Source: an optimization exercise on an open RTL-to-GDS flow (aim: small area). Production flows keep margins and buffers that such runs may drop.
At most, simulation tests tie the RTL to the original design; equivalence was not proved.
The RTL of runs 1 and 3 was laid out without a check of its function.

--- flow/run.sh ---
#!/bin/bash
# synth_recipe.tcl (not shown) runs the flow's synth.tcl, then flattens the netlist and writes it again
# the make line also repeats each setting of config.mk as NAME=value (left out here)
make -C /OpenROAD-flow-scripts/flow DESIGN_CONFIG=/design/flow/config.mk WORK_HOME=/design/flow/orfs CLKGATE_MAP_FILE= SYNTH_SCRIPT=/design/flow/synth_recipe.tcl finish
--- flow/config.mk ---
export PLATFORM = sky130hd
export DESIGN_NAME = synthCore
export DESIGN_NICKNAME = synthCore
export VERILOG_FILES = /design/flow/design.v
export SDC_FILE = /design/flow/constraint.sdc
export NUM_CORES = 4
export LEC_CHECK = 0
export CAP_MARGIN = 20
export CORE_MARGIN = 2
export CORE_UTILIZATION = 60
export CTS_BUF_LIST = sky130_fd_sc_hd__clkbuf_8
export SLEW_MARGIN = 20
--- flow/constraint.sdc ---
create_clock -name core_clock -period 10.0 [get_ports {MAX10_CLK2_50}]
set_input_delay 2.0000 -clock core_clock [delete_from_list [all_inputs] [get_ports {MAX10_CLK2_50}]]
set_output_delay 2.0000 -clock core_clock [all_outputs]
set_load 0.01 [all_outputs]
--- flow/design.v ---
`timescale 1ns/10ps
`default_nettype none
module voiceMixer
(
	input logic [15:0] A,
	input logic [4:0] one,
	input logic [4:0] two,
	input logic [4:0] neg,
	input logic [32:0] ag,
	output logic [32:0] sum
);
	wire pp0_0 = ((one[0] & A[0]) | (two[0] & 1'b0)) ^ neg[0];
	wire pp0_1 = ((one[0] & A[1]) | (two[0] & A[0])) ^ neg[0];
	wire pp0_2 = ((one[0] & A[2]) | (two[0] & A[1])) ^ neg[0];
	wire pp0_3 = ((one[0] & A[3]) | (two[0] & A[2])) ^ neg[0];
	wire pp0_4 = ((one[0] & A[4]) | (two[0] & A[3])) ^ neg[0];
	wire pp0_5 = ((one[0] & A[5]) | (two[0] & A[4])) ^ neg[0];
	wire pp0_6 = ((one[0] & A[6]) | (two[0] & A[5])) ^ neg[0];
	wire pp0_7 = ((one[0] & A[7]) | (two[0] & A[6])) ^ neg[0];
	wire pp0_8 = ((one[0] & A[8]) | (two[0] & A[7])) ^ neg[0];
	wire pp0_9 = ((one[0] & A[9]) | (two[0] & A[8])) ^ neg[0];
	wire pp0_10 = ((one[0] & A[10]) | (two[0] & A[9])) ^ neg[0];
	wire pp0_11 = ((one[0] & A[11]) | (two[0] & A[10])) ^ neg[0];
	wire pp0_12 = ((one[0] & A[12]) | (two[0] & A[11])) ^ neg[0];
	wire pp0_13 = ((one[0] & A[13]) | (two[0] & A[12])) ^ neg[0];
	wire pp0_14 = ((one[0] & A[14]) | (two[0] & A[13])) ^ neg[0];
	wire pp0_15 = ((one[0] & A[15]) | (two[0] & A[14])) ^ neg[0];
	wire pp0_16 = ((one[0] & 1'b0) | (two[0] & A[15])) ^ neg[0];
	wire ns0 = ~neg[0];
	wire pp1_0 = ((one[1] & A[0]) | (two[1] & 1'b0)) ^ neg[1];
	wire pp1_1 = ((one[1] & A[1]) | (two[1] & A[0])) ^ neg[1];
	wire pp1_2 = ((one[1] & A[2]) | (two[1] & A[1])) ^ neg[1];
	wire pp1_3 = ((one[1] & A[3]) | (two[1] & A[2])) ^ neg[1];
	wire pp1_4 = ((one[1] & A[4]) | (two[1] & A[3])) ^ neg[1];
	wire pp1_5 = ((one[1] & A[5]) | (two[1] & A[4])) ^ neg[1];
	wire pp1_6 = ((one[1] & A[6]) | (two[1] & A[5])) ^ neg[1];
	wire pp1_7 = ((one[1] & A[7]) | (two[1] & A[6])) ^ neg[1];
	wire pp1_8 = ((one[1] & A[8]) | (two[1] & A[7])) ^ neg[1];
	wire pp1_9 = ((one[1] & A[9]) | (two[1] & A[8])) ^ neg[1];
	wire pp1_10 = ((one[1] & A[10]) | (two[1] & A[9])) ^ neg[1];
	wire pp1_11 = ((one[1] & A[11]) | (two[1] & A[10])) ^ neg[1];
	wire pp1_12 = ((one[1] & A[12]) | (two[1] & A[11])) ^ neg[1];
	wire pp1_13 = ((one[1] & A[13]) | (two[1] & A[12])) ^ neg[1];
	wire pp1_14 = ((one[1] & A[14]) | (two[1] & A[13])) ^ neg[1];
	wire pp1_15 = ((one[1] & A[15]) | (two[1] & A[14])) ^ neg[1];
	wire pp1_16 = ((one[1] & 1'b0) | (two[1] & A[15])) ^ neg[1];
	wire ns1 = ~neg[1];
	wire pp2_0 = ((one[2] & A[0]) | (two[2] & 1'b0)) ^ neg[2];
	wire pp2_1 = ((one[2] & A[1]) | (two[2] & A[0])) ^ neg[2];
	wire pp2_2 = ((one[2] & A[2]) | (two[2] & A[1])) ^ neg[2];
	wire pp2_3 = ((one[2] & A[3]) | (two[2] & A[2])) ^ neg[2];
	wire pp2_4 = ((one[2] & A[4]) | (two[2] & A[3])) ^ neg[2];
	wire pp2_5 = ((one[2] & A[5]) | (two[2] & A[4])) ^ neg[2];
	wire pp2_6 = ((one[2] & A[6]) | (two[2] & A[5])) ^ neg[2];
	wire pp2_7 = ((one[2] & A[7]) | (two[2] & A[6])) ^ neg[2];
	wire pp2_8 = ((one[2] & A[8]) | (two[2] & A[7])) ^ neg[2];
	wire pp2_9 = ((one[2] & A[9]) | (two[2] & A[8])) ^ neg[2];
	wire pp2_10 = ((one[2] & A[10]) | (two[2] & A[9])) ^ neg[2];
	wire pp2_11 = ((one[2] & A[11]) | (two[2] & A[10])) ^ neg[2];
	wire pp2_12 = ((one[2] & A[12]) | (two[2] & A[11])) ^ neg[2];
	wire pp2_13 = ((one[2] & A[13]) | (two[2] & A[12])) ^ neg[2];
	wire pp2_14 = ((one[2] & A[14]) | (two[2] & A[13])) ^ neg[2];
	wire pp2_15 = ((one[2] & A[15]) | (two[2] & A[14])) ^ neg[2];
	wire pp2_16 = ((one[2] & 1'b0) | (two[2] & A[15])) ^ neg[2];
	wire ns2 = ~neg[2];
	wire pp3_0 = ((one[3] & A[0]) | (two[3] & 1'b0)) ^ neg[3];
	wire pp3_1 = ((one[3] & A[1]) | (two[3] & A[0])) ^ neg[3];
	wire pp3_2 = ((one[3] & A[2]) | (two[3] & A[1])) ^ neg[3];
	wire pp3_3 = ((one[3] & A[3]) | (two[3] & A[2])) ^ neg[3];
	wire pp3_4 = ((one[3] & A[4]) | (two[3] & A[3])) ^ neg[3];
	wire pp3_5 = ((one[3] & A[5]) | (two[3] & A[4])) ^ neg[3];
	wire pp3_6 = ((one[3] & A[6]) | (two[3] & A[5])) ^ neg[3];
	wire pp3_7 = ((one[3] & A[7]) | (two[3] & A[6])) ^ neg[3];
	wire pp3_8 = ((one[3] & A[8]) | (two[3] & A[7])) ^ neg[3];
	wire pp3_9 = ((one[3] & A[9]) | (two[3] & A[8])) ^ neg[3];
	wire pp3_10 = ((one[3] & A[10]) | (two[3] & A[9])) ^ neg[3];
	wire pp3_11 = ((one[3] & A[11]) | (two[3] & A[10])) ^ neg[3];
	wire pp3_12 = ((one[3] & A[12]) | (two[3] & A[11])) ^ neg[3];
	wire pp3_13 = ((one[3] & A[13]) | (two[3] & A[12])) ^ neg[3];
	wire pp3_14 = ((one[3] & A[14]) | (two[3] & A[13])) ^ neg[3];
	wire pp3_15 = ((one[3] & A[15]) | (two[3] & A[14])) ^ neg[3];
	wire pp3_16 = ((one[3] & 1'b0) | (two[3] & A[15])) ^ neg[3];
	wire ns3 = ~neg[3];
	wire pp4_0 = ((one[4] & A[0]) | (two[4] & 1'b0)) ^ neg[4];
	wire pp4_1 = ((one[4] & A[1]) | (two[4] & A[0])) ^ neg[4];
	wire pp4_2 = ((one[4] & A[2]) | (two[4] & A[1])) ^ neg[4];
	wire pp4_3 = ((one[4] & A[3]) | (two[4] & A[2])) ^ neg[4];
	wire pp4_4 = ((one[4] & A[4]) | (two[4] & A[3])) ^ neg[4];
	wire pp4_5 = ((one[4] & A[5]) | (two[4] & A[4])) ^ neg[4];
	wire pp4_6 = ((one[4] & A[6]) | (two[4] & A[5])) ^ neg[4];
	wire pp4_7 = ((one[4] & A[7]) | (two[4] & A[6])) ^ neg[4];
	wire pp4_8 = ((one[4] & A[8]) | (two[4] & A[7])) ^ neg[4];
	wire pp4_9 = ((one[4] & A[9]) | (two[4] & A[8])) ^ neg[4];
	wire pp4_10 = ((one[4] & A[10]) | (two[4] & A[9])) ^ neg[4];
	wire pp4_11 = ((one[4] & A[11]) | (two[4] & A[10])) ^ neg[4];
	wire pp4_12 = ((one[4] & A[12]) | (two[4] & A[11])) ^ neg[4];
	wire pp4_13 = ((one[4] & A[13]) | (two[4] & A[12])) ^ neg[4];
	wire pp4_14 = ((one[4] & A[14]) | (two[4] & A[13])) ^ neg[4];
	wire pp4_15 = ((one[4] & A[15]) | (two[4] & A[14])) ^ neg[4];
	wire pp4_16 = ((one[4] & 1'b0) | (two[4] & A[15])) ^ neg[4];
	wire ns4 = ~neg[4];
	wire s1 = ag[0] ^ neg[0] ^ pp0_0;
	wire c2 = (ag[0] & neg[0]) | (ag[0] & pp0_0) | (neg[0] & pp0_0);
	wire s3 = ag[1] ^ pp0_1 ^ c2;
	wire c4 = (ag[1] & pp0_1) | (ag[1] & c2) | (pp0_1 & c2);
	wire s5 = ag[2] ^ pp0_2 ^ c4;
	wire c6 = (ag[2] & pp0_2) | (ag[2] & c4) | (pp0_2 & c4);
	wire s7 = ag[3] ^ pp0_3 ^ c6;
	wire c8 = (ag[3] & pp0_3) | (ag[3] & c6) | (pp0_3 & c6);
	wire s9 = ag[4] ^ pp0_4 ^ c8;
	wire c10 = (ag[4] & pp0_4) | (ag[4] & c8) | (pp0_4 & c8);
	wire s11 = ag[5] ^ pp0_5 ^ c10;
	wire c12 = (ag[5] & pp0_5) | (ag[5] & c10) | (pp0_5 & c10);
	wire s13 = ag[6] ^ pp0_6 ^ c12;
	wire c14 = (ag[6] & pp0_6) | (ag[6] & c12) | (pp0_6 & c12);
	wire s15 = ag[7] ^ pp0_7 ^ c14;
	wire c16 = (ag[7] & pp0_7) | (ag[7] & c14) | (pp0_7 & c14);
	wire s17 = ag[8] ^ neg[1] ^ pp0_8;
	wire c18 = (ag[8] & neg[1]) | (ag[8] & pp0_8) | (neg[1] & pp0_8);
	wire s19 = pp1_0 ^ s17 ^ c16;
	wire c20 = (pp1_0 & s17) | (pp1_0 & c16) | (s17 & c16);
	wire s21 = ag[9] ^ pp0_9 ^ pp1_1;
	wire c22 = (ag[9] & pp0_9) | (ag[9] & pp1_1) | (pp0_9 & pp1_1);
	wire s23 = c18 ^ s21 ^ c20;
	wire c24 = (c18 & s21) | (c18 & c20) | (s21 & c20);
	wire s25 = ag[10] ^ neg[2] ^ pp0_10;
	wire c26 = (ag[10] & neg[2]) | (ag[10] & pp0_10) | (neg[2] & pp0_10);
	wire s27 = pp1_2 ^ pp2_0 ^ c22;
	wire c28 = (pp1_2 & pp2_0) | (pp1_2 & c22) | (pp2_0 & c22);
	wire s29 = s25 ^ s27 ^ c24;
	wire c30 = (s25 & s27) | (s25 & c24) | (s27 & c24);
	wire s31 = ag[11] ^ pp0_11 ^ pp1_3;
	wire c32 = (ag[11] & pp0_11) | (ag[11] & pp1_3) | (pp0_11 & pp1_3);
	wire s33 = pp2_1 ^ c26 ^ s31;
	wire c34 = (pp2_1 & c26) | (pp2_1 & s31) | (c26 & s31);
	wire s35 = c28 ^ s33 ^ c30;
	wire c36 = (c28 & s33) | (c28 & c30) | (s33 & c30);
	wire s37 = ag[12] ^ neg[3] ^ pp0_12;
	wire c38 = (ag[12] & neg[3]) | (ag[12] & pp0_12) | (neg[3] & pp0_12);
	wire s39 = pp1_4 ^ pp2_2 ^ pp3_0;
	wire c40 = (pp1_4 & pp2_2) | (pp1_4 & pp3_0) | (pp2_2 & pp3_0);
	wire s41 = c32 ^ s37 ^ s39;
	wire c42 = (c32 & s37) | (c32 & s39) | (s37 & s39);
	wire s43 = c34 ^ s41 ^ c36;
	wire c44 = (c34 & s41) | (c34 & c36) | (s41 & c36);
	wire s45 = ag[13] ^ pp0_13 ^ pp1_5;
	wire c46 = (ag[13] & pp0_13) | (ag[13] & pp1_5) | (pp0_13 & pp1_5);
	wire s47 = pp2_3 ^ pp3_1 ^ c38;
	wire c48 = (pp2_3 & pp3_1) | (pp2_3 & c38) | (pp3_1 & c38);
	wire s49 = c40 ^ s45 ^ c42;
	wire c50 = (c40 & s45) | (c40 & c42) | (s45 & c42);
	wire s51 = s47 ^ s49 ^ c44;
	wire c52 = (s47 & s49) | (s47 & c44) | (s49 & c44);
	wire s53 = ag[14] ^ neg[4] ^ pp0_14;
	wire c54 = (ag[14] & neg[4]) | (ag[14] & pp0_14) | (neg[4] & pp0_14);
	wire s55 = pp1_6 ^ pp2_4 ^ pp3_2;
	wire c56 = (pp1_6 & pp2_4) | (pp1_6 & pp3_2) | (pp2_4 & pp3_2);
	wire s57 = pp4_0 ^ c46 ^ s53;
	wire c58 = (pp4_0 & c46) | (pp4_0 & s53) | (c46 & s53);
	wire s59 = s55 ^ c48 ^ s57;
	wire c60 = (s55 & c48) | (s55 & s57) | (c48 & s57);
	wire s61 = c50 ^ s59 ^ c52;
	wire c62 = (c50 & s59) | (c50 & c52) | (s59 & c52);
	wire s63 = ag[15] ^ pp0_15 ^ pp1_7;
	wire c64 = (ag[15] & pp0_15) | (ag[15] & pp1_7) | (pp0_15 & pp1_7);
	wire s65 = pp2_5 ^ pp3_3 ^ pp4_1;
	wire c66 = (pp2_5 & pp3_3) | (pp2_5 & pp4_1) | (pp3_3 & pp4_1);
	wire s67 = c54 ^ c56 ^ s63;
	wire c68 = (c54 & c56) | (c54 & s63) | (c56 & s63);
	wire s69 = s65 ^ c58 ^ s67;
	wire c70 = (s65 & c58) | (s65 & s67) | (c58 & s67);
	wire s71 = c60 ^ s69 ^ c62;
	wire c72 = (c60 & s69) | (c60 & c62) | (s69 & c62);
	wire s73 = ag[16] ^ pp0_16 ^ pp1_8;
	wire c74 = (ag[16] & pp0_16) | (ag[16] & pp1_8) | (pp0_16 & pp1_8);
	wire s75 = pp2_6 ^ pp3_4 ^ pp4_2;
	wire c76 = (pp2_6 & pp3_4) | (pp2_6 & pp4_2) | (pp3_4 & pp4_2);
	wire s77 = c64 ^ c66 ^ s73;
	wire c78 = (c64 & c66) | (c64 & s73) | (c66 & s73);
	wire s79 = s75 ^ c68 ^ s77;
	wire c80 = (s75 & c68) | (s75 & s77) | (c68 & s77);
	wire s81 = c70 ^ s79 ^ c72;
	wire c82 = (c70 & s79) | (c70 & c72) | (s79 & c72);
	wire s83 = ~(ag[17] ^ ns0);
	wire c84 = ag[17] | ns0;
	wire s85 = pp1_9 ^ pp2_7 ^ pp3_5;
	wire c86 = (pp1_9 & pp2_7) | (pp1_9 & pp3_5) | (pp2_7 & pp3_5);
	wire s87 = pp4_3 ^ s83 ^ c74;
	wire c88 = (pp4_3 & s83) | (pp4_3 & c74) | (s83 & c74);
	wire s89 = c76 ^ s85 ^ c78;
	wire c90 = (c76 & s85) | (c76 & c78) | (s85 & c78);
	wire s91 = s87 ^ c80 ^ s89;
	wire c92 = (s87 & c80) | (s87 & s89) | (c80 & s89);
	wire s93 = ~(ag[18] ^ pp1_10);
	wire c94 = ag[18] | pp1_10;
	wire s95 = pp2_8 ^ pp3_6 ^ pp4_4;
	wire c96 = (pp2_8 & pp3_6) | (pp2_8 & pp4_4) | (pp3_6 & pp4_4);
	wire s97 = c84 ^ c86 ^ s93;
	wire c98 = (c84 & c86) | (c84 & s93) | (c86 & s93);
	wire s99 = s95 ^ c88 ^ s97;
	wire c100 = (s95 & c88) | (s95 & s97) | (c88 & s97);
	wire s101 = c90 ^ s99;
	wire c102 = c90 & s99;
	wire s103 = ~(ag[19] ^ pp1_11);
	wire c104 = ag[19] | pp1_11;
	wire s105 = pp2_9 ^ pp3_7 ^ pp4_5;
	wire c106 = (pp2_9 & pp3_7) | (pp2_9 & pp4_5) | (pp3_7 & pp4_5);
	wire s107 = c94 ^ c96 ^ s103;
	wire c108 = (c94 & c96) | (c94 & s103) | (c96 & s103);
	wire s109 = s105 ^ c98 ^ s107;
	wire c110 = (s105 & c98) | (s105 & s107) | (c98 & s107);
	wire s111 = c100 ^ s109;
	wire c112 = c100 & s109;
	wire s113 = ~(ag[20] ^ pp1_12);
	wire c114 = ag[20] | pp1_12;
	wire s115 = pp2_10 ^ pp3_8 ^ pp4_6;
	wire c116 = (pp2_10 & pp3_8) | (pp2_10 & pp4_6) | (pp3_8 & pp4_6);
	wire s117 = c104 ^ c106 ^ s113;
	wire c118 = (c104 & c106) | (c104 & s113) | (c106 & s113);
	wire s119 = s115 ^ c108 ^ s117;
	wire c120 = (s115 & c108) | (s115 & s117) | (c108 & s117);
	wire s121 = c110 ^ s119;
	wire c122 = c110 & s119;
	wire s123 = ~(ag[21] ^ pp1_13);
	wire c124 = ag[21] | pp1_13;
	wire s125 = pp2_11 ^ pp3_9 ^ pp4_7;
	wire c126 = (pp2_11 & pp3_9) | (pp2_11 & pp4_7) | (pp3_9 & pp4_7);
	wire s127 = c114 ^ c116 ^ s123;
	wire c128 = (c114 & c116) | (c114 & s123) | (c116 & s123);
	wire s129 = s125 ^ c118 ^ s127;
	wire c130 = (s125 & c118) | (s125 & s127) | (c118 & s127);
	wire s131 = c120 ^ s129;
	wire c132 = c120 & s129;
	wire s133 = ~(ag[22] ^ pp1_14);
	wire c134 = ag[22] | pp1_14;
	wire s135 = pp2_12 ^ pp3_10 ^ pp4_8;
	wire c136 = (pp2_12 & pp3_10) | (pp2_12 & pp4_8) | (pp3_10 & pp4_8);
	wire s137 = c124 ^ c126 ^ s133;
	wire c138 = (c124 & c126) | (c124 & s133) | (c126 & s133);
	wire s139 = s135 ^ c128 ^ s137;
	wire c140 = (s135 & c128) | (s135 & s137) | (c128 & s137);
	wire s141 = c130 ^ s139;
	wire c142 = c130 & s139;
	wire s143 = ~(ag[23] ^ pp1_15);
	wire c144 = ag[23] | pp1_15;
	wire s145 = pp2_13 ^ pp3_11 ^ pp4_9;
	wire c146 = (pp2_13 & pp3_11) | (pp2_13 & pp4_9) | (pp3_11 & pp4_9);
	wire s147 = c134 ^ c136 ^ s143;
	wire c148 = (c134 & c136) | (c134 & s143) | (c136 & s143);
	wire s149 = s145 ^ c138 ^ s147;
	wire c150 = (s145 & c138) | (s145 & s147) | (c138 & s147);
	wire s151 = c140 ^ s149;
	wire c152 = c140 & s149;
	wire s153 = ~(ag[24] ^ pp1_16);
	wire c154 = ag[24] | pp1_16;
	wire s155 = pp2_14 ^ pp3_12 ^ pp4_10;
	wire c156 = (pp2_14 & pp3_12) | (pp2_14 & pp4_10) | (pp3_12 & pp4_10);
	wire s157 = c144 ^ c146 ^ s153;
	wire c158 = (c144 & c146) | (c144 & s153) | (c146 & s153);
	wire s159 = s155 ^ c148 ^ s157;
	wire c160 = (s155 & c148) | (s155 & s157) | (c148 & s157);
	wire s161 = c150 ^ s159;
	wire c162 = c150 & s159;
	wire s163 = ag[25] ^ ns1 ^ pp2_15;
	wire c164 = (ag[25] & ns1) | (ag[25] & pp2_15) | (ns1 & pp2_15);
	wire s165 = pp3_13 ^ pp4_11 ^ c154;
	wire c166 = (pp3_13 & pp4_11) | (pp3_13 & c154) | (pp4_11 & c154);
	wire s167 = c156 ^ s163 ^ c158;
	wire c168 = (c156 & s163) | (c156 & c158) | (s163 & c158);
	wire s169 = s165 ^ c160 ^ s167;
	wire c170 = (s165 & c160) | (s165 & s167) | (c160 & s167);
	wire s171 = ~(ag[26] ^ pp2_16);
	wire c172 = ag[26] | pp2_16;
	wire s173 = pp3_14 ^ pp4_12 ^ c164;
	wire c174 = (pp3_14 & pp4_12) | (pp3_14 & c164) | (pp4_12 & c164);
	wire s175 = s171 ^ c166 ^ s173;
	wire c176 = (s171 & c166) | (s171 & s173) | (c166 & s173);
	wire s177 = c168 ^ s175;
	wire c178 = c168 & s175;
	wire s179 = ag[27] ^ ns2 ^ pp3_15;
	wire c180 = (ag[27] & ns2) | (ag[27] & pp3_15) | (ns2 & pp3_15);
	wire s181 = pp4_13 ^ c172 ^ s179;
	wire c182 = (pp4_13 & c172) | (pp4_13 & s179) | (c172 & s179);
	wire s183 = c174 ^ s181 ^ c176;
	wire c184 = (c174 & s181) | (c174 & c176) | (s181 & c176);
	wire s185 = ~(ag[28] ^ pp3_16);
	wire c186 = ag[28] | pp3_16;
	wire s187 = pp4_14 ^ c180 ^ s185;
	wire c188 = (pp4_14 & c180) | (pp4_14 & s185) | (c180 & s185);
	wire s189 = c182 ^ s187;
	wire c190 = c182 & s187;
	wire s191 = ag[29] ^ ns3 ^ pp4_15;
	wire c192 = (ag[29] & ns3) | (ag[29] & pp4_15) | (ns3 & pp4_15);
	wire s193 = c186 ^ s191 ^ c188;
	wire c194 = (c186 & s191) | (c186 & c188) | (s191 & c188);
	wire s195 = ~(ag[30] ^ pp4_16);
	wire c196 = ag[30] | pp4_16;
	wire s197 = c192 ^ s195;
	wire c198 = c192 & s195;
	wire s199 = ag[31] ^ ns4 ^ c196;
	wire c200 = (ag[31] & ns4) | (ag[31] & c196) | (ns4 & c196);
	wire s201 = ~ag[32];
	wire c202 = ag[32];
	wire s203 = c92 ^ s101;
	wire c204 = c92 & s101;
	wire s205 = c102 ^ s111 ^ c204;
	wire c206 = (c102 & s111) | (c102 & c204) | (s111 & c204);
	wire s207 = c112 ^ s121 ^ c206;
	wire c208 = (c112 & s121) | (c112 & c206) | (s121 & c206);
	wire s209 = c122 ^ s131 ^ c208;
	wire c210 = (c122 & s131) | (c122 & c208) | (s131 & c208);
	wire s211 = c132 ^ s141 ^ c210;
	wire c212 = (c132 & s141) | (c132 & c210) | (s141 & c210);
	wire s213 = c142 ^ s151 ^ c212;
	wire c214 = (c142 & s151) | (c142 & c212) | (s151 & c212);
	wire s215 = c152 ^ s161 ^ c214;
	wire c216 = (c152 & s161) | (c152 & c214) | (s161 & c214);
	wire is217 = s91 ^ (c82);
	wire ip218 = s91;
	wire is219 = s203 ^ (c82 & ip218);
	wire ip220 = ip218 & s203;
	wire is221 = s205 ^ (c82 & ip220);
	wire ip222 = ip220 & s205;
	wire is223 = s207 ^ (c82 & ip222);
	wire ip224 = ip222 & s207;
	wire is225 = s209 ^ (c82 & ip224);
	wire ip226 = ip224 & s209;
	wire is227 = s211 ^ (c82 & ip226);
	wire ip228 = ip226 & s211;
	wire is229 = s213 ^ (c82 & ip228);
	wire ip230 = ip228 & s213;
	wire is231 = s215 ^ (c82 & ip230);
	wire ip232 = ip230 & s215;
	wire ic233 = c216 | (c82 & ip232);
	wire s234 = c162 ^ s169;
	wire c235 = c162 & s169;
	wire s236 = c170 ^ s177 ^ c235;
	wire c237 = (c170 & s177) | (c170 & c235) | (s177 & c235);
	wire s238 = c178 ^ s183 ^ c237;
	wire c239 = (c178 & s183) | (c178 & c237) | (s183 & c237);
	wire s240 = c184 ^ s189 ^ c239;
	wire c241 = (c184 & s189) | (c184 & c239) | (s189 & c239);
	wire s242 = c190 ^ s193 ^ c241;
	wire c243 = (c190 & s193) | (c190 & c241) | (s193 & c241);
	wire s244 = c194 ^ s197 ^ c243;
	wire c245 = (c194 & s197) | (c194 & c243) | (s197 & c243);
	wire s246 = c198 ^ s199 ^ c245;
	wire c247 = (c198 & s199) | (c198 & c245) | (s199 & c245);
	wire s248 = c200 ^ s201 ^ c247;
	wire c249 = (c200 & s201) | (c200 & c247) | (s201 & c247);
	wire is250 = s234 ^ (ic233);
	wire ip251 = s234;
	wire is252 = s236 ^ (ic233 & ip251);
	wire ip253 = ip251 & s236;
	wire is254 = s238 ^ (ic233 & ip253);
	wire ip255 = ip253 & s238;
	wire is256 = s240 ^ (ic233 & ip255);
	wire ip257 = ip255 & s240;
	wire is258 = s242 ^ (ic233 & ip257);
	wire ip259 = ip257 & s242;
	wire is260 = s244 ^ (ic233 & ip259);
	wire ip261 = ip259 & s244;
	wire is262 = s246 ^ (ic233 & ip261);
	wire ip263 = ip261 & s246;
	wire is264 = s248 ^ (ic233 & ip263);
	wire ip265 = ip263 & s248;
	wire ic266 = c249 | (ic233 & ip265);
	assign sum = {is264, is262, is260, is258, is256, is254, is252, is250, is231, is229, is227, is225, is223, is221, is219, is217, s81, s71, s61, s51, s43, s35, s29, s23, s19, s15, s13, s11, s9, s7, s5, s3, s1};
endmodule
`default_nettype wire
`timescale 1ns/10ps
`default_nettype none
module synthCore
(
	input logic MAX10_CLK2_50,
	input logic rstN,
	input logic sampleTick,
	input logic [25:0] cfg,
	output logic signed [15:0] sampleOut,
	output logic sampleValid
);
	logic [3:0][3:0] notes;
	logic [3:0][1:0] waves;
	logic [15:0] amp;
	logic rtV;
	logic [1:0] rtIdx;
	logic [3:0][7:0] ph;
	logic [2:0] st;
	logic [7:0] tap;
	logic [7:0] sp;
	logic [1:0] sw;
	logic lastF;
	logic [32:0] acc;
	wire wrV = cfg[25] & ~cfg[24];
	wire wrA = cfg[25] & cfg[24];
	always_ff @(posedge MAX10_CLK2_50) begin
		if (!rstN) begin
			notes <= '0;
			waves <= '0;
			amp <= '0;
			rtV <= 1'b0;
		end else begin
			rtV <= wrV;
			if (wrV) begin
				notes[cfg[23:22]] <= cfg[21:18];
				waves[cfg[23:22]] <= cfg[17:16];
			end
			if (wrA) amp <= cfg[15:0];
		end
	end
	always_ff @(posedge MAX10_CLK2_50) rtIdx <= cfg[23:22];
	wire [1:0] vi = st[1:0];
	wire [7:0] phSel = ph[vi];
	wire [7:0] phNext = phSel + {4'b0, notes[vi]} + 8'd1;
	always_ff @(posedge MAX10_CLK2_50) begin
		if (!rstN) begin
			ph <= '0;
		end else begin
			for (int i = 0; i < 4; i++) begin
				if (rtV && rtIdx == 2'(i)) ph[i] <= '0;
				else if (st[2] && vi == 2'(i)) ph[i] <= phNext;
			end
		end
	end
	wire [1:0] tIdx = st[1:0] - 2'd1;
	wire tV = (st[2] & (st[1:0] != 2'd0)) | (st == 3'b000);
	always_ff @(posedge MAX10_CLK2_50) begin
		tap <= phSel;
		sp <= tap;
		sw <= tV ? waves[tIdx] : 2'd0;
	end
	logic [7:0] x;
	logic sn;
	logic [4:0] one, two, neg;
	wire isSq = (sw == 2'd2);
	wire isTri = (sw == 2'd3);
	always_comb begin
		case (sw)
			2'd1: begin x = {~sp[7], sp[6:0]}; sn = 1'b0; end
			2'd2: begin x = 8'h80; sn = ~sp[7]; end
			2'd3: begin x = {~sp[6], sp[5:0], 1'b0}; sn = sp[7]; end
			default: begin x = 8'h00; sn = 1'b0; end
		endcase
		one[0] = isSq;
		two[0] = isTri & sp[7];
		neg[0] = (isSq & ~sp[7]) | (isTri & sp[7]);
		for (int i = 0; i < 4; i++) begin
			logic b2, b1, b0;
			b2 = x[2*i+1];
			b1 = x[2*i];
			b0 = (i == 0) ? 1'b0 : x[2*i-1];
			one[i+1] = b1 ^ b0;
			two[i+1] = (b2 & ~b1 & ~b0) | (~b2 & b1 & b0);
			neg[i+1] = b2 ^ sn;
		end
	end
	wire [32:0] sum;
	voiceMixer mac (
		.A(amp),
		.one(one),
		.two(two),
		.neg(neg),
		.ag(acc),
		.sum(sum)
	);
	always_ff @(posedge MAX10_CLK2_50) acc <= (lastF | ~rstN) ? 33'd0 : sum;
	always_ff @(posedge MAX10_CLK2_50 or negedge rstN) begin
		if (!rstN) begin
			st <= 3'b001;
			lastF <= 1'b0;
			sampleValid <= 1'b0;
			sampleOut <= '0;
		end else begin
			if (st[2]) st <= {~&st[1:0], st[1:0] + 2'd1};
			else st <= sampleTick ? 3'b100 : 3'b001;
			lastF <= (st == 3'b000);
			sampleValid <= lastF;
			if (lastF) sampleOut <= sum[32:17];
		end
	end
endmodule
`default_nettype wire
==> results.cfg, run 1 <==
[run_status]
status = finished clean

[final_layout]
drive_above_1_share_pct = 7.84
diodes = 0
area_delta_synth_final_pct = 9.05
nFillCells = 1395
layout.nets = 1219

[cts]
clockBufferDepth = 2
tritoncts = built
root_buffer = clkbuf_8
cts_hold_buf = 0
cts_resized = 0
cts_buffers = 17
insertion_delay_ns = 0.46
clk_pin_slew_ns = 0.09
htreeDepth = 4
clock-sinks = 147
post_cts_buffers = 0

[logic_synthesis]
syn-instance-count = 1050
ys_ff_latch = 147
synth_top_area_cell = dfxtp_1
synth_top_flop_cell = dfxtp_1
synth_fp_nets = 1209
synth-edff-count = 0
yosys.area.top_type_share_pct = 25.0
yosysMostFrequentCell = dfxtp_1
synth_area_leaders = dfxtp_1 (25%), fa_1 (18%), xnor2_1 (7.1%)
yosys_warnings = 1
synth.distinct_cells = 57
synthesis.area_um2 = 10100
ys_seq_area_share_pct = 30.3
avgSynthCellArea_um2 = 9.60
synth_common_cells = dfxtp_1 (126), inv_1 (116), nand2_1 (92)
async_flop_share_pct = 14.3

[die]
pin_count = 46
core_area_um2 = 16500
die_w_um = 134
initial_utilization_pct = 61.0
die-area_um2 = 17800
fp-row-count = 47
die-height_um = 134

[drt]
post_drt_wl_per_cell_um = 17.4
dr_total_vias = 7219
antenna_left = 0
drt_iter0_markers = 488
vias_per_cell = 5.59
dr.pass1.iters = 5
wl_um = 22500
drc = 0

[worst_setup_path]
required_ns = 10.35
worst_setup_path_end_kind = flip-flop
cp-start-kind = flip-flop
arrival_ns = 8.87
cpMostUsedCell = fa_1
cpMaxStageDelayCell = dfxtp_1
cp_max_fo = 18
slowest_delay_ns = 0.75
crit_type = flip-flop to flip-flop

[placed_design]
dp_hpwl_um = 16400
gp_congestion = 0.855
io_buffers = 45

[timing]
rsz0062_at_grt = no
slew_viol_final = 0
hold_viol = 0
tns_ns = 0
period_share_pct = 85.2
tightest_slew_ns = 0.971
fin_skew_ns = 0.0116
fmax_ghz = 0.117
post-route-min-period_ns = 8.52
finalSetupViolCount = 0
slew_headroom_pct = 35.2

[global_routing]
grt_max_degree = 68
grt_antenna_before_repair = 0
overflow = 0
grt_pass1_wl_um = 37900
grt_pass1_vias = 7101
grt.total_usage_pct = 27.1

[run]
cap_violations = 0

[hold_path]
hp-class = flip-flop to flip-flop
## area by class of cell
cell class              count  area [um2]  share of cell area [%]
flip-flops and latches    147        3050                    27.8
clock buffers              18         248                    2.25
multi-input cells         716        6270                    57.0
inverters                 122         458                    4.17
repair buffers             56         528                    4.81
well taps                 220         275                    2.51
clock inverters            13         164                    1.49
## stage by stage
step	hold slack, ns	instances	instance area, um2	utilization [%]	setup slack (ns)
floorplan	0.310	1050	10100	-	2.69
global placement	0.312	1261	10600	64.0	1.70
detailed placement	0.313	1261	10600	64.0	1.59
CTS	0.333	1292	11000	66.5	1.54
global route	0.339	1292	11000	66.5	0.909
finish	0.331	1292	11000	66.5	1.48
## routing by layer
layer  part of all wire, %  up-vias  global-route usage, %
met5                     0        -                      0
met4                   1.4        0                   6.68
met3                   5.1       30                   5.10
met2                    48      214                   43.3
met1                    45     3504                   38.5
li1                      -     3471                      -
## critical path: cells and delay by family (launching register included)
| kind | cells | cell delay (ns) |
|---|---|---|
| compound gates | 2 | 0.38 |
| fa+ha+maj | 17 | 5.45 |
| buf+inv | 4 | 0.66 |
| flops | 1 | 0.75 |
| mux | 1 | 0.26 |
| simple gates | 4 | 0.88 |
## cell families after synthesis
group,after synthesis,synth area share (%)
simple gates,261,11.9
flops,147,30.3
compound gates,198,14.1
mux,34,5.17
xor+xnor,93,8.08
fa+ha+maj,130,22.9
buf+inv,187,7.55
## registers in the layout (all words and copies together) (netlist names)
register	flops
sw	2
amp	16
st	3
rtV	1
acc	33
sampleValid	1
ph	32
sp	8
notes	16
waves	8
sampleOut	16
tap	8
lastF	1
rtIdx	2
## cells in the final DEF, fill, tap and decap left out, types with 2 or more instances in the layout
cell	count
nand4b_1	2
and2_1	23
inv_2	5
dfrtp_1	20
a22oi_2	10
fa_1	91
mux2i_1	16
nand2_1	92
o22a_1	2
a21boi_0	23
clkinvlp_4	2
mux2_2	4
o22ai_1	6
xnor2_1	82
a21oi_1	38
clkbuf_8	18
bufinv_16	2
buf_4	11
nor2b_1	27
a22oi_1	71
and3_1	2
o31a_1	2
inv_1	116
xor2_1	11
o21ai_1	5
inv_8	5
a211oi_1	21
or2_2	2
ha_1	39
nand3_1	12
inv_6	2
mux4_2	14
dfxtp_1	126
nand2b_1	2
clkdlybuf4s50_1	44
o21ai_0	10
nor2_1	86
nor3b_1	5
## final timing paths
kind	startpoint	endpoint	slack, ns	depth (start not counted)
worst max-delay path	sp[7]$_DFF_P_	sampleOut[8]$_DFFE_PN0P_	1.48	28
min in group asynchronous	rstN	sampleOut[1]$_DFFE_PN0P_	1.66	2
max in group asynchronous	rstN	lastF$_DFF_PN0_	7.88	2
worst min register to register	tap[4]$_DFF_P_	sp[4]$_DFF_P_	0.33	0
worst max register to register	sp[7]$_DFF_P_	sampleOut[8]$_DFFE_PN0P_	1.48	28
worst min-delay path	tap[4]$_DFF_P_	sp[4]$_DFF_P_	0.33	0
==> run 2: changes to the inputs <==
--- a/flow/design.v
+++ b/flow/design.v
@@ -393,7 +393,7 @@
 	logic [32:0] acc;
 	wire wrV = cfg[25] & ~cfg[24];
 	wire wrA = cfg[25] & cfg[24];
-	always_ff @(posedge MAX10_CLK2_50) begin
+	always_ff @(posedge MAX10_CLK2_50 or negedge rstN) begin
 		if (!rstN) begin
 			notes <= '0;
 			waves <= '0;
@@ -412,7 +412,7 @@
 	wire [1:0] vi = st[1:0];
 	wire [7:0] phSel = ph[vi];
 	wire [7:0] phNext = phSel + {4'b0, notes[vi]} + 8'd1;
-	always_ff @(posedge MAX10_CLK2_50) begin
+	always_ff @(posedge MAX10_CLK2_50 or negedge rstN) begin
 		if (!rstN) begin
 			ph <= '0;
 		end else begin
==> run 2 against run 1 <==
  * Via count decreased by 1.1%
  * Area after synthesis increased by 1.3%
  * Count of clock-buffer cells in the layout unchanged
  * Still clean on timing, DRC and antenna
  * Fmax increased by 0.18%
  * Die area increased by 1.2%
==> results.cfg, run 2 <==
[final_layout]
nFillCells = 1335
post-route-util_pct = 67.1
multi_input_area_um2 = 6060
area_delta_synth_final_pct = 9.08
largest_reg_flops = 33
regArea_um2 = 3410
layout.nets = 1153
drive_above_1_share_pct = 10.2
regMostFlops = acc
reg_top3 = acc: 33 flops, ph: 32 flops
fin_area_um2 = 11100
layout_commonest_cell = inv_1
final_cell_count_no_fill = 1227
diodes = 0
mostFrequentLayoutCells = inv_1 (115), dfrtp_1 (93), fa_1 (91)

[global_routing]
gr-usage-met3_pct = 4.27
grt_max_degree = 65
grt_antenna_before_repair = 0
overflow = 0
grt_pass1_vias = 7427
gr-usage-met1_pct = 36.0
busiest_layer = met2
use_met2_pct = 46.7
grt.total_usage_pct = 27.3
grt_pass1_wl_um = 38500

[timing]
tightest_slew_ns = 0.963
tns_ns = 0
post-route-min-period_ns = 8.51
fin_skew_ns = 0.0195
hold_viol = 0
fmax_ghz = 0.118
rsz0062_at_grt = no
slew_viol_final = 0
period_share_pct = 85.1
fin_ws_ns = 1.49
finalHoldWorstSlack_ns = 0.327
slew_headroom_pct = 35.7
finalSetupViolCount = 0

[placed_design]
io_buffers = 45
gp_congestion = 0.884
placed_area_um2 = 10700
dp_hpwl_um = 16800
dpl.cell_count = 1195
place_ws_ns = 1.59

[die]
core_area_um2 = 16600
pin_count = 46
fp-row-count = 47
initial_utilization_pct = 61.5
die-height_um = 134
die-area_um2 = 18100
die_w_um = 134

[cts]
tritoncts = built
root_buffer = clkbuf_8
insertion_delay_ns = 0.47
cts_resized = 0
htreeDepth = 4
cts_hold_buf = 0
clock-sinks = 147
cts_buffers = 17
clockBufferDepth = 2
post_cts_buffers = 0
clk_pin_slew_ns = 0.10

[drt]
dr.pass1.iters = 6
drc = 0
antenna_left = 0
vias_per_cell = 5.82
dr_total_vias = 7142
post_drt_wl_per_cell_um = 18.8
wl_um = 23100
drt_iter0_markers = 478

[logic_synthesis]
yosys_warnings = 1
syn-instance-count = 976
ys_seq_area_share_pct = 33.5
async_flop_share_pct = 63.9
synth_fp_nets = 1135
synth_area_leaders = dfrtp_1 (23%), fa_1 (18%), dfxtp_1 (10%)
synth_top_flop_cell = dfrtp_1
synth-edff-count = 0
synthesis.area_um2 = 10200
synth_top_area_cell = dfrtp_1
synth.distinct_cells = 55
synth_common_cells = inv_1 (115), dfrtp_1 (93), fa_1 (91)
yosysMostFrequentCell = inv_1
yosys.area.top_type_share_pct = 22.8
avgSynthCellArea_um2 = 10.5
ys_ff_latch = 147

[worst_setup_path]
cp_max_fo = 25
arrival_ns = 8.87
cp-start-kind = flip-flop
worst_setup_path_end_kind = flip-flop
crit_type = flip-flop to flip-flop
required_ns = 10.36

[hold_path]
hp-class = flip-flop to flip-flop

[run_status]
status = finished clean

[run]
cap_violations = 0
==> run 2: cell families after synthesis <==
family          synth area share (%)
flops                           33.5
mux                             6.70
xor+xnor                        8.07
compound gates                  12.8
fa+ha+maj                       22.6
simple gates                    9.11
buf+inv                         7.20
==> run 2: worst max-delay path: stages, from the launching register on <==
cell,delay (ns)
dfxtp_1,0.71
inv_1,0.59
nand2_1,0.57
nor2_1,0.08
a21oi_1,0.13
nor2_1,0.08
fa_1,0.41
inv_1,0.08
fa_1,0.19
fa_1,0.20
fa_1,0.20
fa_1,0.20
fa_1,0.19
fa_1,0.16
inv_1,0.05
fa_1,0.37
fa_1,0.40
fa_1,0.39
fa_1,0.39
fa_1,0.40
fa_1,0.39
fa_1,0.39
fa_1,0.40
fa_1,0.45
nand3_1,0.25
o41ai_4,0.16
ha_1,0.31
mux2_2,0.26
==> run 2: worst paths after layout <==
path / startpoint / endpoint / slack (ns) / depth (start not counted)
max in group asynchronous: rstN / ph[1]$_DFFE_PN0P_ / 7.38 / 2
hold reg to reg: tap[2]$_DFF_P_ / sp[2]$_DFF_P_ / 0.33 / 0
hold / removal: tap[2]$_DFF_P_ / sp[2]$_DFF_P_ / 0.33 / 0
setup reg to reg: sw[0]$_SDFF_PN0_ / sampleOut[8]$_DFFE_PN0P_ / 1.49 / 27
setup / recovery: sw[0]$_SDFF_PN0_ / sampleOut[8]$_DFFE_PN0P_ / 1.49 / 27
min in group asynchronous: rstN / sampleOut[1]$_DFFE_PN0P_ / 1.46 / 1
==> run 2: area by class of cell <==
class	count	share of cell area [%]
Clock buffer	18	2.23
Inverter	119	4.04
Tap cell	220	2.47
Timing Repair Buffer	55	4.70
Clock inverter	14	1.46
Multi-Input combinational cell	654	54.4
Sequential cell	147	30.7
==> run 2: layer usage <==
layer  vias up  share of wire [%]
met5         -                  0
met4         0                2.0
met3        39                5.2
met2       241                 51
met1      3606                 42
li1       3256                  -
==> run 3: changes to the inputs <==
--- a/flow/design.v
+++ b/flow/design.v
@@ -393,7 +393,7 @@
 	logic [32:0] acc;
 	wire wrV = cfg[25] & ~cfg[24];
 	wire wrA = cfg[25] & cfg[24];
-	always_ff @(posedge MAX10_CLK2_50 or negedge rstN) begin
+	always_ff @(posedge MAX10_CLK2_50) begin
 		if (!rstN) begin
 			notes <= '0;
 			waves <= '0;
@@ -412,7 +412,7 @@
 	wire [1:0] vi = st[1:0];
 	wire [7:0] phSel = ph[vi];
 	wire [7:0] phNext = phSel + {4'b0, notes[vi]} + 8'd1;
-	always_ff @(posedge MAX10_CLK2_50 or negedge rstN) begin
+	always_ff @(posedge MAX10_CLK2_50) begin
 		if (!rstN) begin
 			ph <= '0;
 		end else begin
==> flow/flow/run.sh (new file) <==
#!/bin/bash
# Standard ORFS layout with two changes: the port buffers are the smallest
# buffer cell, and clock tree synthesis inserts no dummy loads.
set -euo pipefail
cat >> config.mk <<'EOC'
export BUFFER_PORTS_ARGS = -buffer_cell sky130_fd_sc_hd__buf_1
export CTS_ARGS = -sink_clustering_enable -repair_clock_nets -dont_use_dummy_load -buf_list sky130_fd_sc_hd__clkbuf_8
EOC
bash standard.sh finish > flow.log 2>&1
==> flow/standard.sh (new file) <==
#!/bin/bash
# synth_recipe.tcl (not shown) runs the flow's synth.tcl, then flattens the netlist and writes it again
# the make line also repeats each setting of config.mk as NAME=value (left out here)
make -C /OpenROAD-flow-scripts/flow DESIGN_CONFIG=/design/flow/config.mk WORK_HOME=/design/flow/orfs CLKGATE_MAP_FILE= SYNTH_SCRIPT=/design/flow/synth_recipe.tcl "${@:-finish}"
--- a/flow/config.mk
+++ b/flow/config.mk
@@ -10,3 +10,5 @@
 export CORE_UTILIZATION = 60
 export CTS_BUF_LIST = sky130_fd_sc_hd__clkbuf_8
 export SLEW_MARGIN = 20
+export BUFFER_PORTS_ARGS = -buffer_cell sky130_fd_sc_hd__buf_1
+export CTS_ARGS = -sink_clustering_enable -repair_clock_nets -dont_use_dummy_load -buf_list sky130_fd_sc_hd__clkbuf_8
removed: flow/run.sh
==> run 3 against run 2 <==
  * Still clean
  * Register-to-register slack better by 0.03 ns
  * Final cell count up 4.2%
  * First-iteration DRC count down 7.7%
  * Critical path type unchanged
  * Largest cell class unchanged
==> results.cfg, run 3 <==
[run_status]
status = finished clean

[global_routing]
overflow = 0
grt_pass1_wl_um = 36700
grt_pass1_vias = 7101
grt_max_degree = 69
grt.total_usage_pct = 26.5
grt_antenna_before_repair = 0

[cts]
clockBufferDepth = 2
root_buffer = clkbuf_8
tritoncts = built
cts_hold_buf = 0
clock-sinks = 147
clk_pin_slew_ns = 0.07
insertion_delay_ns = 0.46
cts_buffers = 17
post_cts_buffers = 0
htreeDepth = 4
cts_resized = 0

[worst_setup_path]
cp-start-kind = flip-flop
arrival_ns = 8.82
cp_num_buf_inv = 4
cp_max_fo = 18
cpMaxStageDelayCell = dfxtp_1
critical_path.startpoint = sp[7]$_DFF_P_
required_ns = 10.34
r2r_start = sp[7]$_DFF_P_
cpMostUsedCell = fa_1
worst_setup_path_end_kind = flip-flop
crit_type = flip-flop to flip-flop
path_delay_family = adder cells
slowest_delay_ns = 0.75

[placed_design]
place_ws_ns = 1.62
dp_hpwl_um = 16300
gp_congestion = 0.850
placed_area_um2 = 10300
io_buffers = 45

[drt]
wl_um = 22300
drt_iter0_markers = 441
dr_total_vias = 7142
dr.pass1.iters = 6
drc = 0
post_drt_wl_per_cell_um = 17.4
antenna_left = 0
vias_per_cell = 5.59

[logic_synthesis]
synth_area_leaders = dfxtp_1 (25%), fa_1 (18%), xnor2_1 (7.1%)
async_flop_share_pct = 14.3
syn-instance-count = 1050
ys_seq_area_share_pct = 30.3
synthesis.area_um2 = 10100
ys_ff_latch = 147
avgSynthCellArea_um2 = 9.60
synth_top_flop_cell = dfxtp_1
synth.distinct_cells = 57
synth-edff-count = 0
yosys.area.top_type_share_pct = 25.0
yosys_warnings = 1
synth_top_area_cell = dfxtp_1
synth_common_cells = dfxtp_1 (126), inv_1 (116), nand2_1 (92)
synth_fp_nets = 1209
yosysMostFrequentCell = dfxtp_1

[final_layout]
fin_area_um2 = 10500
nFillCells = 1442
layout.nets = 1219
area_delta_synth_final_pct = 4.56
diodes = 0
reg_top3 = acc: 33 flops, ph: 32 flops
mostFrequentLayoutCells = dfxtp_1 (126), inv_1 (116), nand2_1 (92)
layout_commonest_cell = dfxtp_1
largest_reg_flops = 33
drive_above_1_share_pct = 6.62
regMostFlops = acc

[timing]
slew_headroom_pct = 34.0
fin_ws_ns = 1.52
tns_ns = 0
slew_viol_final = 0
fmax_ghz = 0.118
hold_viol = 0
tightest_slew_ns = 0.990
period_share_pct = 84.8
finalHoldWorstSlack_ns = 0.322
rsz0062_at_grt = no
post-route-min-period_ns = 8.48
fin_skew_ns = 0.0340
finalSetupViolCount = 0

[die]
initial_utilization_pct = 61.0
core_area_um2 = 16500
pin_count = 46
die-height_um = 134
die-area_um2 = 17800
die_w_um = 134
fp-row-count = 47

[hold_path]
min-delay-start = tap[1]$_DFF_P_
hp-class = flip-flop to flip-flop

[run]
cap_violations = 0
==> run 3: changes by cell type in the layout (fill, tap and decap cells not counted), sizes merged, moves of 18 or more <==
| cell | change |
|---|---|
| dfrtp | -73 |
| nor2 | +24 |
| dfxtp | +73 |
| a22o | -30 |
| o21ai | -25 |
| a22oi | +18 |
| a211oi | +20 |
| clkdlybuf4s50 | -44 |
| buf | +44 |
| mux2 | -18 |
| a21boi | +23 |
==> run 3: worst reg2reg max path, delay by kind of cell (launching register included) <==
family	cells	cell delay, ns
adders and majority gates	17	5.48
AOI/OAI and AO/OA	2	0.38
muxes	1	0.26
buffers and inverters	4	0.68
DFF	1	0.75
and+or+nand+nor	4	0.86
==> run 3: path summary, 6_finish.rpt <==
kind	to	slack (ns)	depth (start not counted)
worst max-delay path	sampleOut[8]$_DFFE_PN0P_	1.52	28
worst min-delay path	sp[1]$_DFF_P_	0.32	0
worst max register to register	sampleOut[8]$_DFFE_PN0P_	1.52	28
worst min register to register	sp[1]$_DFF_P_	0.32	0
max in group asynchronous	st[2]$_DFF_PN0_	7.85	2
min in group asynchronous	sampleOut[1]$_DFFE_PN0P_	1.67	2
==> run 3: logic make-up after synthesis <==
family                     synth area share, %
buffers and inverters                     7.55
AOI/OAI and AO/OA                         14.1
muxes                                     5.17
adders and majority gates                 22.9
and+or+nand+nor                           11.9
DFF                                       30.3
xor gates and xnor gates                  8.08
==> run 3: cell type report <==
type	count	area, um2	area share (%)
Timing Repair Buffer	56	253	2.40
Multi-Input combinational cell	716	6270	59.5
Sequential cell	147	3050	28.9
Inverter	122	458	4.35
Clock buffer	17	234	2.22
Tap cell	220	275	2.61
==> run 3: per-layer routing <==
metal	track usage [%]	vias to the layer above	part of all wire, %
li1	-	3462	-
met1	37.3	3457	45
met2	42.2	194	48
met3	3.84	29	4.5
met4	8.92	0	2.0
met5	0	-	0
==> run 3: through the flow <==
stage	std cells	utilization, %
5_1_grt	1278	63.8
6_report	1278	63.8
2_1_floorplan	1050	-
3_3_place_gp	1261	62.3
3_5_place_dp	1261	62.3
4_1_cts	1278	63.8
==> run 4: changes to the inputs <==
--- a/flow/design.v
+++ b/flow/design.v
@@ -393,7 +393,7 @@
 	logic [32:0] acc;
 	wire wrV = cfg[25] & ~cfg[24];
 	wire wrA = cfg[25] & cfg[24];
-	always_ff @(posedge MAX10_CLK2_50) begin
+	always_ff @(posedge MAX10_CLK2_50 or negedge rstN) begin
 		if (!rstN) begin
 			notes <= '0;
 			waves <= '0;
@@ -412,7 +412,7 @@
 	wire [1:0] vi = st[1:0];
 	wire [7:0] phSel = ph[vi];
 	wire [7:0] phNext = phSel + {4'b0, notes[vi]} + 8'd1;
-	always_ff @(posedge MAX10_CLK2_50) begin
+	always_ff @(posedge MAX10_CLK2_50 or negedge rstN) begin
 		if (!rstN) begin
 			ph <= '0;
 		end else begin
==> flow/flow/run.sh (replaced) <==
#!/bin/bash
# The standard ORFS layout (the standard.sh, standard synthesis) with two
# changes: the port buffers are the smallest buffer cell, and clock tree
# synthesis inserts no dummy loads.
set -euo pipefail
cat >> config.mk <<'EOC'
export BUFFER_PORTS_ARGS = -buffer_cell sky130_fd_sc_hd__buf_1
export CTS_ARGS = -sink_clustering_enable -repair_clock_nets -dont_use_dummy_load -buf_list sky130_fd_sc_hd__clkbuf_8 -sink_clustering_size 40 -sink_clustering_max_diameter 120
EOC
bash standard.sh finish > flow.log 2>&1
--- a/flow/config.mk
+++ b/flow/config.mk
@@ -11,4 +11,4 @@
 export CTS_BUF_LIST = sky130_fd_sc_hd__clkbuf_8
 export SLEW_MARGIN = 20
 export BUFFER_PORTS_ARGS = -buffer_cell sky130_fd_sc_hd__buf_1
-export CTS_ARGS = -sink_clustering_enable -repair_clock_nets -dont_use_dummy_load -buf_list sky130_fd_sc_hd__clkbuf_8
+export CTS_ARGS = -sink_clustering_enable -repair_clock_nets -dont_use_dummy_load -buf_list sky130_fd_sc_hd__clkbuf_8 -sink_clustering_size 40 -sink_clustering_max_diameter 120
==> run 4 against run 3 <==
  * Setup slack lost 0.073 ns
  * Core utilization up 0.58 points
  * Area after synthesis is 1.3% higher
  * Still clean on timing, DRC and antenna
  * Global-route usage increased by 0.37 points
  * Via count shrank 2.4%
  * Count of clock-buffer cells in the layout unchanged
  * Synthesized cell count down 7.0%
==> results.cfg, run 4 <==
[cts]
insertion_delay_ns = 0.46
clockBufferDepth = 2
clock-sinks = 147
cts_resized = 0
clk_pin_slew_ns = 0.08
tritoncts = built
root_buffer = clkbuf_8
post_cts_buffers = 0
cts_hold_buf = 0
cts_buffers = 17
htreeDepth = 4

[logic_synthesis]
ys_ff_latch = 147
yosys_warnings = 1
synth_area_leaders = dfrtp_1 (23%), fa_1 (18%), dfxtp_1 (10%)
async_flop_share_pct = 63.9
synthesis.area_um2 = 10200
synth.distinct_cells = 55
avgSynthCellArea_um2 = 10.5
synth-edff-count = 0
ys_seq_area_share_pct = 33.5
synth_top_area_cell = dfrtp_1
yosys.area.top_type_share_pct = 22.8
yosysMostFrequentCell = inv_1
synth_common_cells = inv_1 (115), dfrtp_1 (93), fa_1 (91)
syn-instance-count = 976
synth_top_flop_cell = dfrtp_1
synth_fp_nets = 1135

[worst_setup_path]
ff2ff_setup_slack_ns = 1.44
crit_type = flip-flop to flip-flop
arrival_ns = 8.88
r2r_end = sampleOut[8]$_DFFE_PN0P_
required_ns = 10.32
r2r_start = sw[0]$_SDFF_PN0_
critical_path.startpoint = sw[0]$_SDFF_PN0_
crit_end = sampleOut[8]$_DFFE_PN0P_
worstRegToRegCells = 27
cp-start-kind = flip-flop
cp_max_fo = 25
worst_setup_path_end_kind = flip-flop

[final_layout]
layout.nets = 1152
mostFrequentLayoutCells = inv_1 (115), dfrtp_1 (93), fa_1 (91)
regMostFlops = acc
fin_area_um2 = 10700
drive_above_1_share_pct = 8.88
layout_commonest_cell = inv_1
area_delta_synth_final_pct = 4.57
diodes = 0
largest_reg_flops = 33
reg_top3 = acc: 33 flops, ph: 32 flops
final_cell_count_no_fill = 1211
post-route-util_pct = 64.3

[drt]
wl_um = 22600
dr.pass1.iters = 6
vias_per_cell = 5.76
antenna_left = 0
post_drt_wl_per_cell_um = 18.6
drt_iter0_markers = 402
dr.max_layer_used = met4
drc = 0
wl_met1_um = 9430
wl_met2_um = 11600
wl_met3_um = 1130
dr_total_vias = 6974

[global_routing]
grt.total_usage_pct = 26.8
overflow = 0
grt_max_degree = 65
grt_pass1_vias = 7333
grt_pass1_wl_um = 37700
grt_antenna_before_repair = 0

[die]
die-height_um = 134
pin_count = 46
core_area_um2 = 16600
fp-row-count = 47
die_w_um = 134
initial_utilization_pct = 61.5
die-area_um2 = 18100

[placed_design]
gp_congestion = 0.868
dpl.cell_count = 1194
placed_area_um2 = 10400
dp_hpwl_um = 16900
io_buffers = 45

[run_status]
status = finished clean

[timing]
tns_ns = 0
hold_viol = 0
fmax_ghz = 0.117
finalHoldWorstSlack_ns = 0.317
fin_skew_ns = 0.0282
slew_headroom_pct = 38.5
slew_viol_final = 0
rsz0062_at_grt = no
finalSetupViolCount = 0
period_share_pct = 85.6
tightest_slew_ns = 0.921
post-route-min-period_ns = 8.56

[run]
cap_violations = 0

[hold_path]
hp-class = flip-flop to flip-flop
-- run 4: cell types whose count changed after synthesis, sizes merged, moves of 10 or more --
cell	before	now
a211oi	22	2
a21boi	23	0
a21oi	38	28
a22o	0	30
a22oi	81	63
buf	24	35
clkbuf	41	21
dfrtp	20	93
dfxtp	126	53
mux2	4	22
nand2	92	76
nor2	87	63
nor2b	27	13
o21ai	16	41
-- run 4: how the worst min path moves through the flow --
stage,startpoint,to,slack [ns],depth (start not counted)
3_3_place_gp,tap[4]$_DFF_P_,sp[4]$_DFF_P_,0.31,0
4_1_cts,tap[7]$_DFF_P_,sp[7]$_DFF_P_,0.32,0
2_1_floorplan,tap[0]$_DFF_P_,sp[0]$_DFF_P_,0.31,0
6_report,tap[7]$_DFF_P_,sp[7]$_DFF_P_,0.32,0
3_5_place_dp,tap[0]$_DFF_P_,sp[0]$_DFF_P_,0.31,0
5_1_grt,tap[7]$_DFF_P_,sp[7]$_DFF_P_,0.31,0
-- run 4: layer usage --
layer	track usage, %	vias up
met2	46.3	187
met5	0	-
met3	5.40	29
met4	7.25	0
li1	-	3233
met1	34.7	3525
-- run 4: cells by family after synthesis --
family | Yosys count | synth area share, %
buffers and inverters | 175 | 7.20
DFF | 147 | 33.5
and+or+nand+nor | 202 | 9.11
adders and majority gates | 130 | 22.6
muxes | 48 | 6.70
AOI/OAI and AO/OA | 180 | 12.8
xor gates and xnor gates | 94 | 8.07
-- run 4: per-stage QoR --
step	worst slack, ns
after global routing	0.965
after floorplan	2.69
after global placement	1.81
final	1.44
after detailed placement	1.55
after CTS	1.50
-- run 4: final cells by class --
class	count	area (um2)
fill	1388	5910
multi-input combinational	654	6060
clock buffer	17	234
tap	220	275
inverter	119	449
sequential	147	3410
timing repair buffer	54	240
-- run 4: critical path, cell delays in order, from the launching register on --
cell	delay [ns]
dfxtp_1	0.70
inv_1	0.58
nand2_1	0.56
nor2_1	0.08
a21oi_1	0.13
nor2_1	0.07
fa_1	0.41
inv_1	0.08
fa_1	0.19
fa_1	0.19
fa_1	0.20
fa_1	0.22
fa_1	0.20
fa_1	0.18
inv_1	0.05
fa_1	0.37
fa_1	0.40
fa_1	0.40
fa_1	0.39
fa_1	0.41
fa_1	0.39
fa_1	0.41
fa_1	0.40
fa_1	0.43
nand3_1	0.23
o41ai_4	0.17
ha_1	0.33
mux2_2	0.27
==> run 5: changes to the inputs <==
==> flow/flow/run.sh (replaced) <==
#!/bin/bash
# The standard ORFS layout (the standard.sh, standard synthesis) with two
# changes: the port buffers are the smallest buffer cell, and clock tree
# synthesis inserts no dummy loads.
set -euo pipefail
cat >> config.mk <<'EOC'
export BUFFER_PORTS_ARGS = -buffer_cell sky130_fd_sc_hd__buf_1
export CTS_ARGS = -sink_clustering_enable -repair_clock_nets -dont_use_dummy_load -buf_list {sky130_fd_sc_hd__clkbuf_4 sky130_fd_sc_hd__clkbuf_8}
EOC
bash standard.sh finish > flow.log 2>&1
--- a/flow/config.mk
+++ b/flow/config.mk
@@ -11,4 +11,4 @@
 export CTS_BUF_LIST = sky130_fd_sc_hd__clkbuf_8
 export SLEW_MARGIN = 20
 export BUFFER_PORTS_ARGS = -buffer_cell sky130_fd_sc_hd__buf_1
-export CTS_ARGS = -sink_clustering_enable -repair_clock_nets -dont_use_dummy_load -buf_list sky130_fd_sc_hd__clkbuf_8 -sink_clustering_size 40 -sink_clustering_max_diameter 120
+export CTS_ARGS = -sink_clustering_enable -repair_clock_nets -dont_use_dummy_load -buf_list {sky130_fd_sc_hd__clkbuf_4 sky130_fd_sc_hd__clkbuf_8}
==> run 5 against run 4 <==
  * Clock skew is the same
  * Critical path type unchanged
  * Critical path depth unchanged
  * Still clean
  * First-iteration DRC count stayed put
  * Sequential share of layout area is the same
  * Non-clock buffer count is the same
  * Global-route usage is the same
  * Sequential cell count unchanged
  * Worst hold slack unchanged
  * Core utilization stayed put
==> results.cfg, run 5 <==
[global_routing]
grt_pass1_wl_um = 37700
grt_pass1_vias = 7333
grt.total_usage_pct = 26.8
grt_max_degree = 65
overflow = 0
grt_antenna_before_repair = 0

[logic_synthesis]
async_flop_share_pct = 63.9
yosysMostFrequentCell = inv_1
synth_top_flop_cell = dfrtp_1
synth_fp_nets = 1135
synth_area_leaders = dfrtp_1 (23%), fa_1 (18%), dfxtp_1 (10%)
syn-instance-count = 976
ys_ff_latch = 147
avgSynthCellArea_um2 = 10.5
yosys_warnings = 1
ys_seq_area_share_pct = 33.5
synth.distinct_cells = 55
synthesis.area_um2 = 10200
synth_common_cells = inv_1 (115), dfrtp_1 (93), fa_1 (91)
synth_top_area_cell = dfrtp_1
yosys.area.top_type_share_pct = 22.8
synth-edff-count = 0

[cts]
htreeDepth = 4
post_cts_buffers = 0
cts_hold_buf = 0
clk_pin_slew_ns = 0.08
clock-sinks = 147
cts_buffers = 17
tritoncts = built
clockBufferDepth = 2
cts_resized = 0
root_buffer = clkbuf_8
insertion_delay_ns = 0.46

[placed_design]
gp_congestion = 0.868
io_buffers = 45
place_ws_ns = 1.55
dp_hpwl_um = 16900

[drt]
dr.pass1.iters = 6
dr_total_vias = 6974
post_drt_wl_per_cell_um = 18.6
drt_iter0_markers = 402
antenna_left = 0
drc = 0
wl_um = 22600
vias_per_cell = 5.76

[final_layout]
regMostFlops = acc
layout.nets = 1152
reg_top3 = acc: 33 flops, ph: 32 flops
diodes = 0
area_delta_synth_final_pct = 4.57
regArea_um2 = 3410
post-route-util_pct = 64.3
mostFrequentLayoutCells = inv_1 (115), dfrtp_1 (93), fa_1 (91)
layout_commonest_cell = inv_1
largest_reg_flops = 33
drive_above_1_share_pct = 8.88
nFillCells = 1388
multi_input_area_um2 = 6060

[die]
die-height_um = 134
die-area_um2 = 18100
die_w_um = 134
fp-row-count = 47
pin_count = 46
initial_utilization_pct = 61.5
core_area_um2 = 16600

[timing]
tns_ns = 0
finalSetupViolCount = 0
finalHoldWorstSlack_ns = 0.317
period_share_pct = 85.6
post-route-min-period_ns = 8.56
fin_ws_ns = 1.44
fmax_ghz = 0.117
slew_viol_final = 0
rsz0062_at_grt = no
fin_skew_ns = 0.0282
slew_headroom_pct = 38.5
hold_viol = 0
tightest_slew_ns = 0.921

[worst_setup_path]
crit_type = flip-flop to flip-flop
arrival_ns = 8.88
worst_setup_path_end_kind = flip-flop
cp_max_fo = 25
required_ns = 10.32
cp-start-kind = flip-flop

[hold_path]
hp-class = flip-flop to flip-flop

[run_status]
status = finished clean

[run]
cap_violations = 0
-- run 5: cell counts after synthesis --
No cell type changed its count.
-- run 5: final cells by class --
type                            instances  area share (%)
Clock buffer                           17            2.19
Inverter                              119            4.21
Multi-Input combinational cell        654            56.8
Sequential cell                       147            32.0
Tap cell                              220            2.58
Timing Repair Buffer                   54            2.25
-- run 5: layer usage --
metal	track usage (%)	wire (um)	vias up
li1	-	-	3233
met1	34.7	9430	3525
met2	46.3	11600	187
met3	5.40	1130	29
met4	7.25	429	0
met5	0	0	-
-- run 5: logic make-up after synthesis --
family	after synthesis	synth area share, %
fa+ha+maj	130	22.6
mux	48	6.70
flops	147	33.5
compound gates	180	12.8
simple gates	202	9.11
buf+inv	175	7.20
xor+xnor	94	8.07
-- run 5: path summary, 6_finish.rpt --
| kind | startpoint | endpoint | slack [ns] | cells after the start |
|---|---|---|---|---|
| worst max-delay path | sw[0]$_SDFF_PN0_ | sampleOut[8]$_DFFE_PN0P_ | 1.44 | 27 |
| worst min-delay path | tap[7]$_DFF_P_ | sp[7]$_DFF_P_ | 0.32 | 0 |
| worst max register to register | sw[0]$_SDFF_PN0_ | sampleOut[8]$_DFFE_PN0P_ | 1.44 | 27 |
| worst min register to register | tap[7]$_DFF_P_ | sp[7]$_DFF_P_ | 0.32 | 0 |
| max in group asynchronous | rstN | lastF$_DFF_PN0_ | 7.29 | 2 |
| min in group asynchronous | rstN | ph[14]$_DFFE_PN0P_ | 1.53 | 1 |
-- run 5: metrics by stage --
step	cell area, um2	cells
floorplan	10200	976
finish	10700	1211
global route	10700	1211
CTS	10700	1211
global placement	10400	1194
detailed placement	10400	1194
-- run 5: critical path: stages (launching register included) --
cell and delay (ns):
dfxtp_1 0.70, inv_1 0.58, nand2_1 0.56, nor2_1 0.08
a21oi_1 0.13, nor2_1 0.07, fa_1 0.41, inv_1 0.08
fa_1 0.19, fa_1 0.19, fa_1 0.20, fa_1 0.22
fa_1 0.20, fa_1 0.18, inv_1 0.05, fa_1 0.37
fa_1 0.40, fa_1 0.40, fa_1 0.39, fa_1 0.41
fa_1 0.39, fa_1 0.41, fa_1 0.40, fa_1 0.43
nand3_1 0.23, o41ai_4 0.17, ha_1 0.33, mux2_2 0.27

## what the ideal ports hide
Ports are ideal in the flow. The routed layouts listed here were re-timed in OpenROAD.
Step 1 assumes that a clkbuf_16 drives the clock port and a buf_2 every other input.
Step 2 times the ports against the registers' clock, not the clock port: input delays grow and output delays shrink by t, the midpoint of the rising clock arrivals with the driver on.
a / b / c = no drivers / after step 1 / after step 2; a / b = the first two.
run	shift t [ns]	slack for setup (ns)	worst setup path at the end	worst data-port slew with drivers (ns)
run 1	0.489	1.476 / 1.476 / 1.476	register to register	0.04
run 2	0.503	1.491 / 1.491 / 1.491	register to register	0.05
run 3	0.488	1.518 / 1.518 / 1.518	register to register	0.03
run 4	0.475	1.444 / 1.444 / 1.444	register to register	0.03
run 5	0.475	1.444 / 1.444 / 1.444	register to register	0.03
After both steps every run listed still meets setup and hold.
